From an optimization exercise on the open Yosys and OpenROAD flow, aimed at small area, a short achievable clock period and few clock cycles; shortcuts taken in it are not production practice. Where RTL was checked, it was by simulation tests only, not by an equivalence proof against the original. Power and IR drop assume default switching activity.

==> module y_filter_top, before the edit <==
module y_filter_top
(
	input  logic  clock,
	input  logic  reset,
	input  logic  in_valid,
	output logic  in_ready,
	input  pix_pkg::beat_t in_data,
	input  logic  in_first,
	output logic  out_valid,
	input  logic  out_ready,
	output pix_pkg::beat_t out_data
);
	localparam int LANES = pix_pkg::LANES;
	localparam int PB    = pix_pkg::PIXEL_BITS;
	localparam int LB    = pix_pkg::LINE_BEATS;
	localparam int DEPTH = LB * pix_pkg::STORED_LINES - 2;    
	logic           adv;                                 
	logic           accept;
	pix_pkg::beat_t sr [DEPTH];                          
	logic [9:0]     g2 [LANES];                          
	logic [9:0]     u2 [LANES];                          
	logic [14:0]    p [LANES];                           
	pix_pkg::col_t  col;
	logic [2:0]     row;
	pix_pkg::beat_t res;
	assign adv      = !out_valid || out_ready;
	assign in_ready = adv;
	assign accept   = adv && in_valid;
	pix_pkg::col_t eff_col;
	logic [2:0]    eff_row;
	assign eff_col = in_first ? pix_pkg::col_t'(0) : col;
	assign eff_row = in_first ? 3'd0 : row;
	always_ff @(posedge clock) begin
		if (reset) begin
			col <= '0;
			row <= '0;
		end else if (accept) begin
			col <= eff_col + pix_pkg::col_t'(1);
			if (eff_col == pix_pkg::col_t'(LB - 1) && !eff_row[2]) begin
				row <= eff_row + 3'd1;
			end else begin
				row <= eff_row;
			end
		end
	end
	function automatic logic [23:0] csa(input logic [11:0] a, input logic [11:0] b, input logic [11:0] c);
		logic [11:0] sum;
		logic [11:0] maj;
		sum = a ^ b ^ c;
		maj = (a & b) | (a & c) | (b & c);
		csa = {maj[10:0], 1'b0, sum};
	endfunction
	always_ff @(posedge clock) begin
		if (accept) begin
			sr[0] <= in_data;
			for (int k = 1; k < DEPTH; k++) begin
				sr[k] <= sr[k-1];
			end
			for (int l = 0; l < LANES; l++) begin
				logic [23:0] cs;
				logic [11:0] t;
				logic [14:0] gx;
				logic [14:0] ps;
				logic [14:0] pc;
				cs     = csa(12'(sr[13][l*PB +: PB]), ~(12'(sr[9][l*PB +: PB])), ~(12'(sr[1][l*PB +: PB])));
				t      = cs[23:12] + cs[11:0];
				g2[l] <= t[9:0];
				cs     = csa(12'(sr[9][l*PB +: PB]), 12'(sr[1][l*PB +: PB]), {3'd0, sr[5][l*PB +: PB], 1'b0});
				t      = cs[23:12] + cs[11:0];
				u2[l] <= t[9:0];
				gx     = {{5{g2[l][9]}}, g2[l]};
				ps     = {gx[13:0], 1'b0} ^ gx ^ 15'd70;
				pc     = {(({gx[13:0], 1'b0} & gx) | (({gx[13:0], 1'b0} | gx) & 15'd70)), 1'b0};
				p[l]  <= ps + pc[14:0] + {u2[l], 5'd0};
			end
		end
	end
	always_comb begin
		for (int l = 0; l < LANES; l++) begin
			logic [14:0] acc;
			acc = p[l] + {6'd0, in_data[l*PB +: PB], 1'b0} + {7'd0, in_data[l*PB +: PB]};
			res[l*PB +: PB] = acc[14:7];
		end
	end
	always_ff @(posedge clock) begin
		if (reset) begin
			out_valid <= 1'b0;
		end else if (adv) begin
			out_valid <= in_valid && eff_row[2];         
		end
	end
	always_ff @(posedge clock) begin
		if (adv) begin
			out_data <= res;
		end
	end
endmodule
export LEC_CHECK = 0
export CAP_MARGIN = 20
export CORE_MARGIN = 2
export CORE_UTILIZATION = 40
export CTS_BUF_LIST = sky130_fd_sc_hd__clkbuf_8
export SETUP_SLACK_MARGIN = 2.9
export SLEW_MARGIN = 20
create_clock -name core_clock -period 5.5 [get_ports {clock}]
run.sh (not shown) runs the stock make flow with config.mk's settings and CLKGATE_MAP_FILE= SYNTH_SCRIPT=/design/flow/synth_recipe.tcl, a recipe that flattens the netlist after the stock synthesis.
Rerun with:
--- a/flow/design.v
+++ b/flow/design.v
@@ -63,46 +63,38 @@
 			end else begin
 				row <= eff_row;
 			end
 		end
 	end
-	function automatic logic [23:0] csa(input logic [11:0] a, input logic [11:0] b, input logic [11:0] c);
-		logic [11:0] sum;
-		logic [11:0] maj;
-		sum = a ^ b ^ c;
-		maj = (a & b) | (a & c) | (b & c);
-		csa = {maj[10:0], 1'b0, sum};
+	function automatic logic [29:0] csa(input logic [14:0] a, input logic [14:0] b, input logic [14:0] c);
+		csa = {(a & b) | (a & c) | (b & c), a ^ b ^ c};
+	endfunction
+	function automatic logic [14:0] cpa1(input logic [29:0] cs);
+		cpa1 = cs[14:0] + {cs[28:15], 1'b1};
 	endfunction
 	always_ff @(posedge clock) begin
 		if (accept) begin
 			sr[0] <= in_data;
 			for (int k = 1; k < DEPTH; k++) begin
 				sr[k] <= sr[k-1];
 			end
 			for (int l = 0; l < LANES; l++) begin
-				logic [23:0] cs;
-				logic [11:0] t;
+				logic [14:0] t;
 				logic [14:0] gx;
-				logic [14:0] ps;
-				logic [14:0] pc;
-				cs     = csa(12'(sr[13][l*PB +: PB]), ~(12'(sr[9][l*PB +: PB])), ~(12'(sr[1][l*PB +: PB])));
-				t      = cs[23:12] + cs[11:0];
+				t      = cpa1(csa(15'(sr[13][l*PB +: PB]), ~(15'(sr[9][l*PB +: PB])), ~(15'(sr[1][l*PB +: PB]))));
 				g2[l] <= t[9:0];
-				cs     = csa(12'(sr[9][l*PB +: PB]), 12'(sr[1][l*PB +: PB]), {3'd0, sr[5][l*PB +: PB], 1'b0});
-				t      = cs[23:12] + cs[11:0];
+				t      = cpa1(csa(15'(sr[9][l*PB +: PB]), 15'(sr[1][l*PB +: PB]), {6'd0, sr[5][l*PB +: PB], 1'b1}));
 				u2[l] <= t[9:0];
 				gx     = {{5{g2[l][9]}}, g2[l]};
-				ps     = {gx[13:0], 1'b0} ^ gx ^ 15'd70;
-				pc     = {(({gx[13:0], 1'b0} & gx) | (({gx[13:0], 1'b0} | gx) & 15'd70)), 1'b0};
-				p[l]  <= ps + pc[14:0] + {u2[l], 5'd0};
+				p[l]  <= cpa1(csa({gx[13:0], 1'b1}, gx, {u2[l], 5'd0}));
 			end
 		end
 	end
 	always_comb begin
 		for (int l = 0; l < LANES; l++) begin
 			logic [14:0] acc;
-			acc = p[l] + {6'd0, in_data[l*PB +: PB], 1'b0} + {7'd0, in_data[l*PB +: PB]};
+			acc = cpa1(csa(p[l], {6'd0, in_data[l*PB +: PB], 1'b0}, {7'd0, in_data[l*PB +: PB]}));
 			res[l*PB +: PB] = acc[14:7];
 		end
 	end
 	always_ff @(posedge clock) begin
 		if (reset) begin
Effect:
- total power fell by 6.8%
- cell area falls by 2.9%
- clock skew goes up by 4.2 ps
- worst setup slack gets worse by 330 ps
- hold slack hardly moves
- via count increases by 0.48%
- non-clock buffer count came out lower by 2
- fmax is lower by 10%
No run of this note included a check of the RTL's function; only the layout flow was run.

Setup of run a:
y_filter_top, a different RTL version from the one above (not shown whole).
Size in the first run: ~2,000 cells after synthesis, ~630 flip-flops, roughly 71 I/O pins, about 0.029 sq mm of cells after synthesis.
==> module y_filter_top, before the edit <==
module y_filter_top
(
	input  logic  clock,
	input  logic  reset,
	input  logic  in_valid,
	output logic  in_ready,
	input  pix_pkg::beat_t in_data,
	input  logic  in_first,
	output logic  out_valid,
	input  logic  out_ready,
	output pix_pkg::beat_t out_data
);
	localparam int LANES = pix_pkg::LANES;
	localparam int PB    = pix_pkg::PIXEL_BITS;
	localparam int LB    = pix_pkg::LINE_BEATS;
	localparam int DEPTH = LB * pix_pkg::STORED_LINES - 2;    
	logic           adv;                                 
	logic           accept;
	pix_pkg::beat_t sr [DEPTH];                          
	logic [9:0]     g2 [LANES];                          
	logic [9:0]     u2 [LANES];                          
	logic [14:0]    p [LANES];                           
	pix_pkg::col_t  col;
	logic [2:0]     row;
	pix_pkg::beat_t res;
	assign adv      = !out_valid || out_ready;
	assign in_ready = adv;
	assign accept   = adv && in_valid;
	pix_pkg::col_t eff_col;
	logic [2:0]    eff_row;
	assign eff_col = in_first ? pix_pkg::col_t'(0) : col;
	assign eff_row = in_first ? 3'd0 : row;
	always_ff @(posedge clock) begin
		if (reset) begin
			col <= '0;
			row <= '0;
		end else if (accept) begin
			col <= eff_col + pix_pkg::col_t'(1);
			if (eff_col == pix_pkg::col_t'(LB - 1) && !eff_row[2]) begin
				row <= eff_row + 3'd1;
			end else begin
				row <= eff_row;
			end
		end
	end
	function automatic logic [29:0] csa(input logic [14:0] a, input logic [14:0] b, input logic [14:0] c);
		csa = {(a & b) | (a & c) | (b & c), a ^ b ^ c};
	endfunction
	function automatic logic [14:0] add15(input logic [14:0] a, input logic [14:0] b);
		logic [14:0] g;
		logic [14:0] p;
		logic [14:0] gg;
		logic [14:0] pp;
		g  = a & b;
		p  = a ^ b;
		gg = g;
		pp = p;
		for (int lv = 0; lv < 4; lv++) begin
			for (int i = 0; i < 15; i++) begin
				if ((i >> lv) & 1) begin
					int j;
					j = ((i >> lv) << lv) - 1;
					gg[i] = gg[i] | (pp[i] & gg[j]);
					pp[i] = pp[i] & pp[j];
				end
			end
		end
		add15 = p ^ {gg[13:0], 1'b0};
	endfunction
	function automatic logic [14:0] cpa1(input logic [29:0] cs);
		cpa1 = add15(cs[14:0], {cs[28:15], 1'b1});
	endfunction
	always_ff @(posedge clock) begin
		if (accept) begin
			sr[0] <= in_data;
			for (int k = 1; k < DEPTH; k++) begin
				sr[k] <= sr[k-1];
			end
			for (int l = 0; l < LANES; l++) begin
				logic [14:0] t;
				logic [14:0] gx;
				t      = cpa1(csa(15'(sr[13][l*PB +: PB]), ~(15'(sr[9][l*PB +: PB])), ~(15'(sr[1][l*PB +: PB]))));
				g2[l] <= t[9:0];
				t      = cpa1(csa(15'(sr[9][l*PB +: PB]), 15'(sr[1][l*PB +: PB]), {6'd0, sr[5][l*PB +: PB], 1'b1}));
				u2[l] <= t[9:0];
				gx     = {{5{g2[l][9]}}, g2[l]};
				p[l]  <= cpa1(csa({gx[13:0], 1'b1}, gx, {u2[l], 5'd0}));
			end
		end
	end
	always_comb begin
		for (int l = 0; l < LANES; l++) begin
			logic [14:0] acc;
			acc = cpa1(csa(p[l], {6'd0, in_data[l*PB +: PB], 1'b0}, {7'd0, in_data[l*PB +: PB]}));
			res[l*PB +: PB] = acc[14:7];
		end
	end
	always_ff @(posedge clock) begin
		if (reset) begin
			out_valid <= 1'b0;
		end else if (adv) begin
			out_valid <= in_valid && eff_row[2];         
		end
	end
	always_ff @(posedge clock) begin
		if (adv) begin
			out_data <= res;
		end
	end
endmodule
clock: 5.5 ns
lec_check: 0
abc_area: 1
cap_margin: 20
core_margin: 2
core_utilization: 55
cts_buf_list: sky130_fd_sc_hd__clkbuf_8
cts_cluster_diameter: 50
cts_cluster_size: 18
setup_slack_margin: 2.9
slew_margin: 20
Testbench counts of run a, summed over its fixed seeds: cycles 3,080.
For run b, these inputs were changed with respect to run a:
--- a/flow/design.v
+++ b/flow/design.v
@@ -122,11 +122,11 @@
 			out_valid <= 1'b0;
 		end else if (adv) begin
 			out_valid <= in_valid && eff_row[2];         
 		end
 	end
 	always_ff @(posedge clock) begin
-		if (adv) begin
+		if (accept) begin
 			out_data <= res;
 		end
 	end
 endmodule
Results
On placeable core region, run b and run a are basically level. Between run b and run a, the difference in area of the die is negligible. [compare] base=run a new=run b: area fraction in and, or, nand and nor cells after synthesis did not really move, highest fanout seen on the critical path up 1. Run comparison: run a master of the slowest instance on the critical path clkdlybuf4s15_1; run b master of the slowest instance on the critical path fa_1. Overall fraction of global-route tracks in use for run b is lower than for run a. Of the two candidates, run a has the worse setup slack and run b the better one. Comparing run a with run b, the proportion of cell area occupied by multi-input gates came out essentially unchanged. Summary: power, run b better than run a. Compared with run a, cell internal power dissipation in run b decreased by a few percent. Relative to run a, portion of the clock cycle consumed by the worst path in the final layout decreased by 0.98 points in run b. Between run b and run a, it is run b whose first-pass GRT wire length is lower, by 4.4%. Between run a and run b, the area after synthesis does not differ in any meaningful way.
Only the layout flow was run in run b; the RTL was not checked for function there.

[port drivers added, routing unchanged]
Ports are ideal in the flow. The routed layouts listed here were re-timed in OpenROAD. Step 1 (the two cells are an assumption about what drives the block):
set clk [get_ports {clock}]
set_driving_cell -lib_cell sky130_fd_sc_hd__clkbuf_16 $clk
set_driving_cell -lib_cell sky130_fd_sc_hd__buf_2 [delete_from_list [all_inputs] $clk]
Step 2 also shifts input and output timing later by t, the mid clock arrival at the registers, as if the neighbouring blocks saw the same clock. a / b / c = no drivers / after step 1 / after step 2; a / b = the first two.
run | t (ns) | setup WS [ns] | hold slack, ns | worst slew at a driven data input, ns
the first run of note 1 | 0.716 | 2.721 / 2.721 / 2.080 | 0.390 / 0.390 / 0.390 | 0.07
the second run of note 1 | 0.732 | 2.395 / 2.419 / 1.687 | 0.393 / 0.393 / 0.393 | 0.11
run a | 0.738 | 2.827 / 2.803 / 2.177 | 0.408 / 0.408 / 0.408 | 0.05
run b | 0.710 | 2.881 / 2.882 / 2.203 | 0.414 / 0.414 / 0.414 | 0.05
After both steps setup and hold are still met in every run listed. The setup slack of the second run of note 1, which loses most, moves by +0.024 ns with the drivers and by -0.708 ns with both steps.
